What follows belongs to an exercise in optimizing a design on an open flow for small area, a short achievable clock period and few clock cycles; a production flow would make more cautious choices.
In this exercise RTL edits were held to simulation tests only and were not proved equivalent to the original.

--- design/flow/run.sh ---
#!/bin/bash
# synth_recipe.tcl (not shown) runs the flow's synth.tcl, then flattens the netlist and writes it again
# the make line also repeats each setting of config.mk as NAME=value (left out here)
make -C /OpenROAD-flow-scripts/flow DESIGN_CONFIG=/design/flow/config.mk WORK_HOME=/design/flow/orfs CLKGATE_MAP_FILE= SYNTH_SCRIPT=/design/flow/synth_recipe.tcl finish
--- design/flow/config.mk ---
export PLATFORM = sky130hd
export DESIGN_NAME = calendar_date_stepper
export DESIGN_NICKNAME = calendar_date_stepper
export VERILOG_FILES = /design/flow/design.v
export SDC_FILE = /design/flow/constraint.sdc
export NUM_CORES = 4
export LEC_CHECK = 0
export CAP_MARGIN = 20
export CORE_MARGIN = 2
export CORE_UTILIZATION = 40
export SLEW_MARGIN = 20
--- design/flow/constraint.sdc ---
create_clock -name core_clock -period 9.0 [get_ports {aclk}]
set_input_delay 1.8000 -clock core_clock [delete_from_list [all_inputs] [get_ports {aclk}]]
set_output_delay 1.8000 -clock core_clock [all_outputs]
set_load 0.01 [all_outputs]
--- design/flow/design.v ---
package cds_pkg;
    localparam int DAY_W   = 5;
    localparam int MONTH_W = 4;
    localparam int YEAR_W  = 14;
    localparam int COUNT_W = 16;
    localparam int MASK_W  = 7;
    localparam int WD_W    = 3;
    localparam int DOY_W   = 9;
    localparam logic [1:0] REQ_LOAD   = 2'd0;
    localparam logic [1:0] REQ_DAYS   = 2'd1;
    localparam logic [1:0] REQ_MONTHS = 2'd2;
    localparam logic [MONTH_W-1:0] JAN = 4'd1;
    localparam logic [MONTH_W-1:0] FEB = 4'd2;
    localparam logic [MONTH_W-1:0] DEC = 4'd12;
    localparam logic [15:0] INV25     = 16'd23593;
    localparam logic [15:0] DIV25_LIM = 16'd2621;
    localparam logic [14:0] RECIP100 = 15'd20972;
    localparam logic [15:0] RECIP7   = 16'd37450;
    typedef struct packed {
        logic accept;     
        logic step;       
        logic cap1;       
        logic cap2;       
        logic load_out;   
    } cds_cmd_t;
    typedef struct packed {
        logic start_step;   
        logic step_done;    
        logic out_free;     
    } cds_stat_t;
endpackage
import cds_pkg::*;
module cds_leap (
    input  logic [YEAR_W-1:0] y,
    output logic              leap
);
    logic [15:0] prod;
    logic        div25;
    assign prod  = 16'({2'b00, y} * INV25);
    assign div25 = (prod <= DIV25_LIM);
    assign leap  = (y[1:0] == 2'b00) && (!div25 || (y[3:0] == 4'd0));
endmodule
module cds_month_len (
    input  logic               leap,
    input  logic [MONTH_W-1:0] m,
    output logic [DAY_W-1:0]   len
);
    always_comb begin
        unique case (m)
            4'd1, 4'd3, 4'd5, 4'd7, 4'd8, 4'd10, 4'd12: len = 5'd31;
            4'd4, 4'd6, 4'd9, 4'd11:                    len = 5'd30;
            4'd2:    len = leap ? 5'd29 : 5'd28;
            default: len = 5'd0;
        endcase
    end
endmodule
module cds_days_before (
    input  logic [MONTH_W-1:0] m,
    output logic [DOY_W-1:0]   days
);
    always_comb begin
        unique case (m)
            4'd3:    days = 9'd31 + 9'd28;
            4'd4:    days = 9'd90;
            4'd5:    days = 9'd120;
            4'd6:    days = 9'd151;
            4'd7:    days = 9'd181;
            4'd8:    days = 9'd212;
            4'd9:    days = 9'd243;
            4'd10:   days = 9'd273;
            4'd11:   days = 9'd304;
            4'd12:   days = 9'd334;
            4'd2:    days = 9'd31;
            default: days = 9'd0;
        endcase
    end
endmodule
module cds_month_term (
    input  logic [MONTH_W-1:0] m,
    output logic [5:0]         term
);
    always_comb begin
        unique case (m)
            4'd1:    term = 6'd28;
            4'd2:    term = 6'd31;
            4'd3:    term = 6'd2;
            4'd4:    term = 6'd5;
            4'd5:    term = 6'd7;
            4'd6:    term = 6'd10;
            4'd7:    term = 6'd12;
            4'd8:    term = 6'd15;
            4'd9:    term = 6'd18;
            4'd10:   term = 6'd20;
            4'd11:   term = 6'd23;
            4'd12:   term = 6'd25;
            default: term = 6'd0;
        endcase
    end
endmodule
import cds_pkg::*;
module cds_ctrl
(
    input  logic      aclk,
    input  logic      aresetn,
    input  logic      s_valid,
    output logic      s_ready,
    input cds_pkg::cds_stat_t stat,
    output cds_pkg::cds_cmd_t  cmd
);
    typedef enum logic [4:0] {
        ST_IDLE = 5'b00001,
        ST_STEP = 5'b00010,
        ST_CAP1 = 5'b00100,
        ST_CAP2 = 5'b01000,
        ST_HOLD = 5'b10000
    } state_t;
    state_t state_reg, state_next;
    assign s_ready = (state_reg == ST_IDLE);
    always_comb begin
        state_next   = state_reg;
        cmd          = '0;
        unique case (state_reg)
            ST_IDLE: begin
                if (s_valid) begin
                    cmd.accept = 1'b1;
                    state_next = stat.start_step ? ST_STEP : ST_CAP1;
                end
            end
            ST_STEP: begin
                cmd.step = 1'b1;
                if (stat.step_done) begin
                    state_next = ST_CAP1;
                end
            end
            ST_CAP1: begin
                cmd.cap1   = 1'b1;
                state_next = ST_CAP2;
            end
            ST_CAP2: begin
                cmd.cap2   = 1'b1;
                state_next = ST_HOLD;
            end
            ST_HOLD: begin
                if (stat.out_free) begin
                    cmd.load_out = 1'b1;
                    state_next   = ST_IDLE;
                end
            end
            default: state_next = ST_IDLE;
        endcase
    end
    always_ff @(posedge aclk) begin
        if (!aresetn) begin
            state_reg <= ST_IDLE;
        end else begin
            state_reg <= state_next;
        end
    end
endmodule
import cds_pkg::*;
module cds_datapath
#(
    parameter int unsigned MAX_YEAR = 9999
) (
    input  logic               aclk,
    input  logic               aresetn,
    input cds_pkg::cds_cmd_t           cmd,
    input  logic [1:0]         s_req_type,
    input  logic               s_step_back,
    input  logic [COUNT_W-1:0] s_step_count,
    input  logic [DAY_W-1:0]   s_load_day,
    input  logic [MONTH_W-1:0] s_load_month,
    input  logic [YEAR_W-1:0]  s_load_year,
    output logic               start_step,
    output logic               step_done,
    output logic [DAY_W-1:0]   day,
    output logic [MONTH_W-1:0] month,
    output logic [YEAR_W-1:0]  year,
    output logic               leap,
    output logic               range_err
);
    localparam logic [YEAR_W-1:0] MAX_Y = YEAR_W'(MAX_YEAR);
    logic [DAY_W-1:0]   day_reg, day_next;
    logic [MONTH_W-1:0] month_reg, month_next;
    logic [YEAR_W-1:0]  year_reg, year_next;
    logic [COUNT_W-1:0] count_reg, count_next;
    logic               back_reg, back_next;
    logic               by_month_reg, by_month_next;
    logic               err_reg, err_next;
    logic               is_step_req;
    logic               fit;
    logic [DAY_W-1:0]   len_cur;
    logic [MONTH_W-1:0] month_prev, month_fwd, month_new;
    logic [DAY_W-1:0]   len_new;
    logic               top_wrap, bot_wrap;
    logic               fail;
    logic [DAY_W-1:0]   st_day;
    logic [DAY_W-1:0]   len_prev;
    logic [MONTH_W-1:0] st_month;
    logic [YEAR_W-1:0]  st_year;
    cds_leap      u_leap     (.y(year_reg), .leap(leap));
    cds_month_len u_len_cur  (.leap(leap), .m(month_reg), .len(len_cur));
    assign fit     = (len_cur != '0) && (day_reg != '0) && (day_reg <= len_cur)
                     && (year_reg != '0) && (year_reg <= MAX_Y);
    assign is_step_req = (s_req_type == REQ_DAYS) || (s_req_type == REQ_MONTHS);
    assign start_step  = is_step_req && fit && (s_step_count != '0);
    assign month_prev = (month_reg == JAN) ? DEC : month_reg - 4'd1;
    assign month_fwd  = (month_reg == DEC) ? JAN : month_reg + 4'd1;
    assign top_wrap   = (month_reg == DEC) && (year_reg >= MAX_Y);
    assign bot_wrap   = (month_reg == JAN) && (year_reg <= YEAR_W'(1));
    assign month_new = back_reg ? month_prev : month_fwd;
    cds_month_len u_len_new  (.leap(leap), .m(month_new), .len(len_new));
    cds_month_len u_len_prev (.leap(leap), .m(month_prev), .len(len_prev));
    always_comb begin
        st_day   = day_reg;
        st_month = month_reg;
        st_year  = year_reg;
        fail     = 1'b0;
        if (by_month_reg) begin
            fail     = back_reg ? bot_wrap : top_wrap;
            st_month = month_new;
            if (back_reg && month_reg == JAN) begin
                st_year = year_reg - YEAR_W'(1);
            end else if (!back_reg && month_reg == DEC) begin
                st_year = year_reg + YEAR_W'(1);
            end
            st_day = (len_new < day_reg) ? len_new : day_reg;
        end else if (back_reg) begin
            if (day_reg == DAY_W'(1)) begin
                fail     = bot_wrap;
                st_month = month_prev;
                st_day   = len_prev;
                if (month_reg == JAN) begin
                    st_year = year_reg - YEAR_W'(1);
                end
            end else begin
                st_day = day_reg - DAY_W'(1);
            end
        end else begin
            if (day_reg == len_cur) begin
                fail     = top_wrap;
                st_month = month_fwd;
                st_day   = DAY_W'(1);
                if (month_reg == DEC) begin
                    st_year = year_reg + YEAR_W'(1);
                end
            end else begin
                st_day = day_reg + DAY_W'(1);
            end
        end
    end
    assign step_done = fail || (count_reg == COUNT_W'(1));
    always_comb begin
        day_next      = day_reg;
        month_next    = month_reg;
        year_next     = year_reg;
        count_next    = count_reg;
        back_next     = back_reg;
        by_month_next = by_month_reg;
        err_next      = err_reg;
        if (cmd.accept) begin
            if (s_req_type == REQ_LOAD) begin
                day_next   = s_load_day;
                month_next = s_load_month;
                year_next  = s_load_year;
            end
            count_next    = s_step_count;
            back_next     = s_step_back;
            by_month_next = (s_req_type == REQ_MONTHS);
            err_next      = is_step_req && !fit;
        end else if (cmd.step) begin
            if (fail) begin
                err_next = 1'b1;
            end else begin
                day_next   = st_day;
                month_next = st_month;
                year_next  = st_year;
                count_next = count_reg - COUNT_W'(1);
            end
        end
    end
    always_ff @(posedge aclk) begin
        if (!aresetn) begin
            day_reg   <= DAY_W'(1);
            month_reg <= JAN;
            year_reg  <= YEAR_W'(2000);
            err_reg   <= 1'b0;
        end else begin
            day_reg   <= day_next;
            month_reg <= month_next;
            year_reg  <= year_next;
            err_reg   <= err_next;
        end
    end
    always_ff @(posedge aclk) begin
        count_reg    <= count_next;
        back_reg     <= back_next;
        by_month_reg <= by_month_next;
    end
    assign day       = day_reg;
    assign month     = month_reg;
    assign year      = year_reg;
    assign range_err = err_reg;
endmodule
import cds_pkg::*;
module cds_report
(
    input  logic               aclk,
    input  logic               aresetn,
    input cds_pkg::cds_cmd_t           cmd,
    output logic               out_free,
    input  logic               cfg_wr_en,
    input  logic [MASK_W-1:0]  cfg_wr_data,
    input  logic [DAY_W-1:0]   day,
    input  logic [MONTH_W-1:0] month,
    input  logic [YEAR_W-1:0]  year,
    input  logic               leap,
    input  logic               range_err,
    output logic               m_valid,
    input  logic               m_ready,
    output logic [DAY_W-1:0]   m_out_day,
    output logic [MONTH_W-1:0] m_out_month,
    output logic [YEAR_W-1:0]  m_out_year,
    output logic [WD_W-1:0]    m_weekday,
    output logic [DOY_W-1:0]   m_day_of_year,
    output logic               m_is_leap,
    output logic [DAY_W-1:0]   m_month_length,
    output logic               m_date_valid,
    output logic               m_is_weekend,
    output logic               m_range_error
);
    logic [MASK_W-1:0]  mask_reg;
    logic               valid_out_reg;
    logic [DAY_W-1:0]   s1_day_reg;
    logic [MONTH_W-1:0] s1_month_reg;
    logic [YEAR_W-1:0]  s1_year_reg;
    logic               s1_leap_reg;
    logic [DAY_W-1:0]   s1_len_reg;
    logic               s1_ok_reg;
    logic [DOY_W-1:0]   s1_doy_reg;
    logic               s1_err_reg;
    logic [14:0]        s1_yy_reg;
    logic [7:0]         s1_q100_reg;
    logic [5:0]         s1_mterm_reg;
    logic [DAY_W-1:0]   s2_day_reg;
    logic [MONTH_W-1:0] s2_month_reg;
    logic [YEAR_W-1:0]  s2_year_reg;
    logic               s2_leap_reg;
    logic [DAY_W-1:0]   s2_len_reg;
    logic               s2_ok_reg;
    logic [DOY_W-1:0]   s2_doy_reg;
    logic               s2_err_reg;
    logic [14:0]        s2_sum_reg;
    logic [11:0]        s2_q7_reg;
    logic [DAY_W-1:0]   o_day_reg;
    logic [MONTH_W-1:0] o_month_reg;
    logic [YEAR_W-1:0]  o_year_reg;
    logic [WD_W-1:0]    o_wd_reg;
    logic [DOY_W-1:0]   o_doy_reg;
    logic               o_leap_reg;
    logic [DAY_W-1:0]   o_len_reg;
    logic               o_ok_reg;
    logic               o_wkend_reg;
    logic               o_err_reg;
    logic [DAY_W-1:0]   len;
    logic               ok;
    logic               early;
    logic [14:0]        yy;
    logic [29:0]        prod100;
    logic [DOY_W-1:0]   doy;
    logic [14:0]        sum;
    logic [30:0]        prod7;
    logic [14:0]        q7x7;
    logic [14:0]        rem7;
    logic [WD_W-1:0]    wd;
    logic [DOY_W-1:0]   dbefore;
    logic [5:0]         mterm;
    cds_month_len   u_len     (.leap(leap), .m(month), .len(len));
    cds_days_before u_dbefore (.m(month), .days(dbefore));
    cds_month_term  u_mterm   (.m(month), .term(mterm));
    assign ok    = (len != '0) && (day != '0) && (day <= len);
    assign early = (month <= FEB);
    assign yy      = 15'(year) + 15'd400 - 15'(early);
    assign prod100 = 30'(yy) * 30'(RECIP100);
    assign doy     = dbefore + 9'(day)
                     + 9'(leap && (month > FEB));
    assign sum = 15'(s1_day_reg) + s1_yy_reg + (s1_yy_reg >> 2)
                 - 15'(s1_q100_reg) + 15'(s1_q100_reg >> 2) + 15'(s1_mterm_reg);
    assign prod7 = 31'(sum) * 31'(RECIP7);
    assign q7x7 = {s2_q7_reg, 3'b000} - {3'b000, s2_q7_reg};
    assign rem7 = s2_sum_reg - q7x7;
    assign wd   = rem7[WD_W-1:0];
    assign out_free = !valid_out_reg || m_ready;
    always_ff @(posedge aclk) begin
        if (cmd.cap1) begin
            s1_day_reg   <= day;
            s1_month_reg <= month;
            s1_year_reg  <= year;
            s1_leap_reg  <= leap;
            s1_len_reg   <= len;
            s1_ok_reg    <= ok;
            s1_doy_reg   <= doy;
            s1_err_reg   <= range_err;
            s1_yy_reg    <= yy;
            s1_q100_reg  <= prod100[28:21];
            s1_mterm_reg <= mterm;
        end
        if (cmd.cap2) begin
            s2_day_reg   <= s1_day_reg;
            s2_month_reg <= s1_month_reg;
            s2_year_reg  <= s1_year_reg;
            s2_leap_reg  <= s1_leap_reg;
            s2_len_reg   <= s1_len_reg;
            s2_ok_reg    <= s1_ok_reg;
            s2_doy_reg   <= s1_doy_reg;
            s2_err_reg   <= s1_err_reg;
            s2_sum_reg   <= sum;
            s2_q7_reg    <= prod7[29:18];
        end
        if (cmd.load_out) begin
            o_day_reg   <= s2_day_reg;
            o_month_reg <= s2_month_reg;
            o_year_reg  <= s2_year_reg;
            o_wd_reg    <= s2_ok_reg ? wd : '0;
            o_doy_reg   <= s2_ok_reg ? s2_doy_reg : '0;
            o_leap_reg  <= s2_leap_reg;
            o_len_reg   <= s2_len_reg;
            o_ok_reg    <= s2_ok_reg;
            o_wkend_reg <= s2_ok_reg && mask_reg[wd];
            o_err_reg   <= s2_err_reg;
        end
    end
    always_ff @(posedge aclk) begin
        if (!aresetn) begin
            mask_reg      <= MASK_W'(96);
            valid_out_reg <= 1'b0;
        end else begin
            if (cfg_wr_en) begin
                mask_reg <= cfg_wr_data;
            end
            if (cmd.load_out) begin
                valid_out_reg <= 1'b1;
            end else if (m_ready) begin
                valid_out_reg <= 1'b0;
            end
        end
    end
    assign m_valid        = valid_out_reg;
    assign m_out_day      = o_day_reg;
    assign m_out_month    = o_month_reg;
    assign m_out_year     = o_year_reg;
    assign m_weekday      = o_wd_reg;
    assign m_day_of_year  = o_doy_reg;
    assign m_is_leap      = o_leap_reg;
    assign m_month_length = o_len_reg;
    assign m_date_valid   = o_ok_reg;
    assign m_is_weekend   = o_wkend_reg;
    assign m_range_error  = o_err_reg;
endmodule
import cds_pkg::*;
module calendar_date_stepper
#(
    parameter int unsigned MAX_YEAR = 9999
) (
    input  logic               aclk,
    input  logic               aresetn,
    input  logic               cfg_wr_en,
    input  logic [MASK_W-1:0]  cfg_wr_data,
    input  logic               s_valid,
    output logic               s_ready,
    input  logic [1:0]         s_req_type,
    input  logic               s_step_back,
    input  logic [COUNT_W-1:0] s_step_count,
    input  logic [DAY_W-1:0]   s_load_day,
    input  logic [MONTH_W-1:0] s_load_month,
    input  logic [YEAR_W-1:0]  s_load_year,
    output logic               m_valid,
    input  logic               m_ready,
    output logic [DAY_W-1:0]   m_out_day,
    output logic [MONTH_W-1:0] m_out_month,
    output logic [YEAR_W-1:0]  m_out_year,
    output logic [WD_W-1:0]    m_weekday,
    output logic [DOY_W-1:0]   m_day_of_year,
    output logic               m_is_leap,
    output logic [DAY_W-1:0]   m_month_length,
    output logic               m_date_valid,
    output logic               m_is_weekend,
    output logic               m_range_error
);
    cds_pkg::cds_cmd_t           cmd;
    cds_pkg::cds_stat_t          stat;
    logic               dp_start_step;
    logic               dp_step_done;
    logic               rpt_out_free;
    logic [DAY_W-1:0]   cur_day;
    logic [MONTH_W-1:0] cur_month;
    logic [YEAR_W-1:0]  cur_year;
    logic               cur_leap;
    logic               cur_err;
    assign stat = {dp_start_step, dp_step_done, rpt_out_free};
    cds_ctrl u_ctrl (
        .aclk    (aclk),
        .aresetn (aresetn),
        .s_valid (s_valid),
        .s_ready (s_ready),
        .stat    (stat),
        .cmd     (cmd)
    );
    cds_datapath #(
        .MAX_YEAR (MAX_YEAR)
    ) u_datapath (
        .aclk         (aclk),
        .aresetn      (aresetn),
        .cmd          (cmd),
        .s_req_type   (s_req_type),
        .s_step_back  (s_step_back),
        .s_step_count (s_step_count),
        .s_load_day   (s_load_day),
        .s_load_month (s_load_month),
        .s_load_year  (s_load_year),
        .start_step   (dp_start_step),
        .step_done    (dp_step_done),
        .day          (cur_day),
        .month        (cur_month),
        .year         (cur_year),
        .leap         (cur_leap),
        .range_err    (cur_err)
    );
    cds_report u_report (
        .aclk           (aclk),
        .aresetn        (aresetn),
        .cmd            (cmd),
        .out_free       (rpt_out_free),
        .cfg_wr_en      (cfg_wr_en),
        .cfg_wr_data    (cfg_wr_data),
        .day            (cur_day),
        .month          (cur_month),
        .year           (cur_year),
        .leap           (cur_leap),
        .range_err      (cur_err),
        .m_valid        (m_valid),
        .m_ready        (m_ready),
        .m_out_day      (m_out_day),
        .m_out_month    (m_out_month),
        .m_out_year     (m_out_year),
        .m_weekday      (m_weekday),
        .m_day_of_year  (m_day_of_year),
        .m_is_leap      (m_is_leap),
        .m_month_length (m_month_length),
        .m_date_valid   (m_date_valid),
        .m_is_weekend   (m_is_weekend),
        .m_range_error  (m_range_error)
    );
endmodule
==> flow_summary.yaml <==
timing:
  final.period_utilization_pct: 95.32
  final.min_clock_period_ns: 8.578
  timing.setup.tns_ns: 0
  final-hold-violation-count: 0
  grt_setup_unrepaired: "false"
  max-slew-margin-rel_pct: 21.11
  hold_ws_ns: 0.4169
  final.setup_skew_ns: 0.01460
  setup_violations: 0
  timing_worst_slew_pin_value_ns: 1.171
  timing.final.max_slew_violations: 0
  max_freq_mhz: 116.6
run:
  number_of_maximum_capacitance_violations: 0
synth:
  synth_warn: 6
  synth_area_um2: 18560
  synth_largest_area_cell: "sky130_fd_sc_hd__edfxtp_1"
  synth_area_per_cell_um2: 11.02
  ys_async_sr_fraction_pct: 0
  netlist_instances: 1685
  yosysSeqAreaShare_pct: 32.46
  ys_seq_elements: 216
  post_synth_cell_types: 82
  post_synth_main_area_contributors: "sky130_fd_sc_hd__edfxtp_1 27%, sky130_fd_sc_hd__ha_1 22%, sky130_fd_sc_hd__fa_1 15%"
  ys_top_cells_by_count: "320 x sky130_fd_sc_hd__ha_1, 288 x sky130_fd_sc_hd__inv_1, 170 x sky130_fd_sc_hd__edfxtp_1"
  synthFlopType: "sky130_fd_sc_hd__edfxtp_1"
  synth_largest_type_area_fraction_pct: 27.50
  synth_edf_count: 170
  synth_most_common_cell: "sky130_fd_sc_hd__ha_1"
  synth_nets: 2202
clock_network:
  tritoncts_clock_tree: "built"
  clock_insertion_delay_worst_skew_ns: 0.54
  worst_setup_hold_path_clk_slew_ns: 0.06
  cts-buffers-inserted: 24
  clock_tree.root_cell: "sky130_fd_sc_hd__clkbuf_16"
  h_tree_level_count: 1
  cts_sinks: 216
  ctsHoldBuffers: 0
  cts_buffer_depth: 3
worst_setup_path:
  path_class: "reg -> reg"
  slowest_delay_ns: 0.56
  crit_path_frequent_cell: "sky130_fd_sc_hd__fa_1"
  critPathSlowestCell: "sky130_fd_sc_hd__fa_1"
  crit_required_ns: 9.28
  critical_path.endpoint_type: "flop"
  cp.arrival_ns: 8.86
  crit_path_start_kind: "flop"
  path_max_fanout: 4
finish:
  post-route-util_pct: 46.69
  syn_to_final_growth_pct: 14.63
  fin_nets: 2335
  layout_cell_share_with_drive_strength_beyond_1_pct: 6.046
  largest_register_ff_count: 16
  antennaDiodeCount: 0
placement:
  detailedPlacementHpwl_um: 32170
  gp_congestion: 0.8887
  port_buffers: 99
grt:
  maximum_number_of_pins_on_one_net_before_global_route_repair: 60
  grt_use_total_pct: 17.07
  grt_antenna_before_repair: 1
  wire_length_of_the_first_global_routing_pass_um: 65220
  number_of_global_route_vias_before_repair: 12560
  globalRouteOverflowTotal: 0
detailed_routing:
  wl_met2_um: 18160
  wl_per_cell_um: 16.57
  drt_pass1_iterations: 5
  detail_route.iter0.violations: 690
  wirelength_um: 40360
  wl_met1_um: 19570
  num_vias: 12360
  antenna_violating_nets_post_route: 0
  highest_signal_layer_in_the_routed_design: "met4"
  drc: 0
  detail_route.vias_per_cell: 5.073
  met3_length_um: 1903
floorplanning:
  core_area_um2: 45580
  die_area_um2: 48150
  dieHeight_um: 219.4
  initial_core_util_pct: 40.73
  placement_rows: 78
  die_w_um: 219.4
  top_level_ports: 100
status:
  status: "finished clean"
worst_hold_path:
  hold_path.class: "reg -> reg"
==> placed cells by master (no fill, tap or decap), types with 7 or more instances in the layout <==
cell                                n
sky130_fd_sc_hd__clkinv_1           8
sky130_fd_sc_hd__o211ai_1           9
sky130_fd_sc_hd__o21bai_1           8
sky130_fd_sc_hd__nand2b_1           9
sky130_fd_sc_hd__buf_4             40
sky130_fd_sc_hd__nor4_1            11
sky130_fd_sc_hd__nand4_1            9
sky130_fd_sc_hd__ha_1             320
sky130_fd_sc_hd__mux2i_1           20
sky130_fd_sc_hd__xnor2_1           66
sky130_fd_sc_hd__and3_1            14
sky130_fd_sc_hd__or3_1             10
sky130_fd_sc_hd__xor2_1            19
sky130_fd_sc_hd__a221oi_1           7
sky130_fd_sc_hd__and2_1            21
sky130_fd_sc_hd__edfxtp_1         170
sky130_fd_sc_hd__nor2b_1           18
sky130_fd_sc_hd__nor3_1            24
sky130_fd_sc_hd__a21oi_1           65
sky130_fd_sc_hd__clkdlybuf4s50_1   99
sky130_fd_sc_hd__a31oi_1           18
sky130_fd_sc_hd__o22ai_1           10
sky130_fd_sc_hd__nand3_1           23
sky130_fd_sc_hd__inv_1            287
sky130_fd_sc_hd__nor2_1            64
sky130_fd_sc_hd__o21ai_0           46
sky130_fd_sc_hd__nand2_1           84
sky130_fd_sc_hd__clkbuf_16         24
sky130_fd_sc_hd__dfxtp_1           45
sky130_fd_sc_hd__fa_1             143
sky130_fd_sc_hd__a21o_1            20
sky130_fd_sc_hd__o21a_1            10
==> critical path, delay by kind of cell (launching register included) <==
family                   cells  cell delay [ns]
AO/OA/AOI/OAI               10             1.76
AND/OR/NAND/NOR              2             0.41
XOR/XNOR                     3             0.62
flip-flops                   1             0.44
buffers and inverters        4             0.21
adder cells (fa/ha/maj)     12             4.87
==> final timing paths <==
kind | start | to | slack, ns | cells after the start
max reg2reg | u_report.s1_yy_reg[2] | u_report.s2_q7_reg[2] | 0.42 | 31
min reg2reg | u_report.s1_doy_reg[8] | u_report.s2_doy_reg[8] | 0.42 | 0
min | u_report.s1_doy_reg[8] | u_report.s2_doy_reg[8] | 0.42 | 0
max | u_report.s1_yy_reg[2] | u_report.s2_q7_reg[2] | 0.42 | 31
==> routing by layer <==
metal	vias to the layer above	GRT usage (%)
met5	-	0
met4	0	3.446
met3	50	2.190
met2	268	27.26
met1	5978	24.84
li1	6063	-
==> logic make-up (layout without fill, tap and decap cells) <==
logic type,after synthesis,after routing,share of synthesized area [%]
compound gates,261,261,9.450
flops,216,216,32.46
xor+xnor,88,88,4.300
simple gates,312,312,8.654
buf+inv,322,473,6.747
fa+ha+maj,463,463,36.99
mux,23,23,1.402
==> final cells by class <==
| type | count | area, um^2 |
|---|---|---|
| tap | 600 | 750.7 |
| inverter | 290 | 1089 |
| fill | 4274 | 24300 |
| timing repair buffer | 139 | 1291 |
| clock inverter | 17 | 193.9 |
| sequential | 216 | 6027 |
| clock buffer | 27 | 611.8 |
| multi-input combinational | 1147 | 11320 |
==> stage by stage <==
stage                     setup WS [ns]  std cells  area, um^2
after floorplan                  0.8100       1685       18560
after global placement           0.4230       2390       20430
after detailed placement         0.1277       2390       20430
after CTS                       0.09814       2434       21240
after global routing            0.01498       2436       21280
final                            0.4216       2436       21280
==> timing repair <==
action	CTS	global route
hold endpoints to repair	0	0
buffers inserted	0	2
gates resized for setup	0	8
setup endpoints to repair	0	16
Testbench counts, summed over its fixed seeds: cycles 949,262.

## afterwards: timing with drivers on the ports
How much do the figures lean on ideal ports? The routed layout below was timed once more, with nothing changed but the port constraints. Step 1 assumes that a clkbuf_16 drives the clock port and a buf_2 every other input. Step 2 adds t to the input delays and takes it off the output delays; t is the mean of the earliest and latest rising clock arrival at the registers after step 1. Input paths then give back, and output paths get back, about the clock's delay inside the block. Slacks: ideal / step 1 / step 2; pairs: ideal / step 1.
shift t [ns]: 0.579
setup WS [ns]: 0.422 / 0.422 / 0.422
worst setup path at the end: register to register
latest minus earliest clock arrival (ns): 0.015 / 0.015
cell pins on the clock port's net: 1
After both steps setup and hold are still met in this run. The setup slack of this run moves by 0.000 ns with the drivers and by 0.000 ns with both steps.
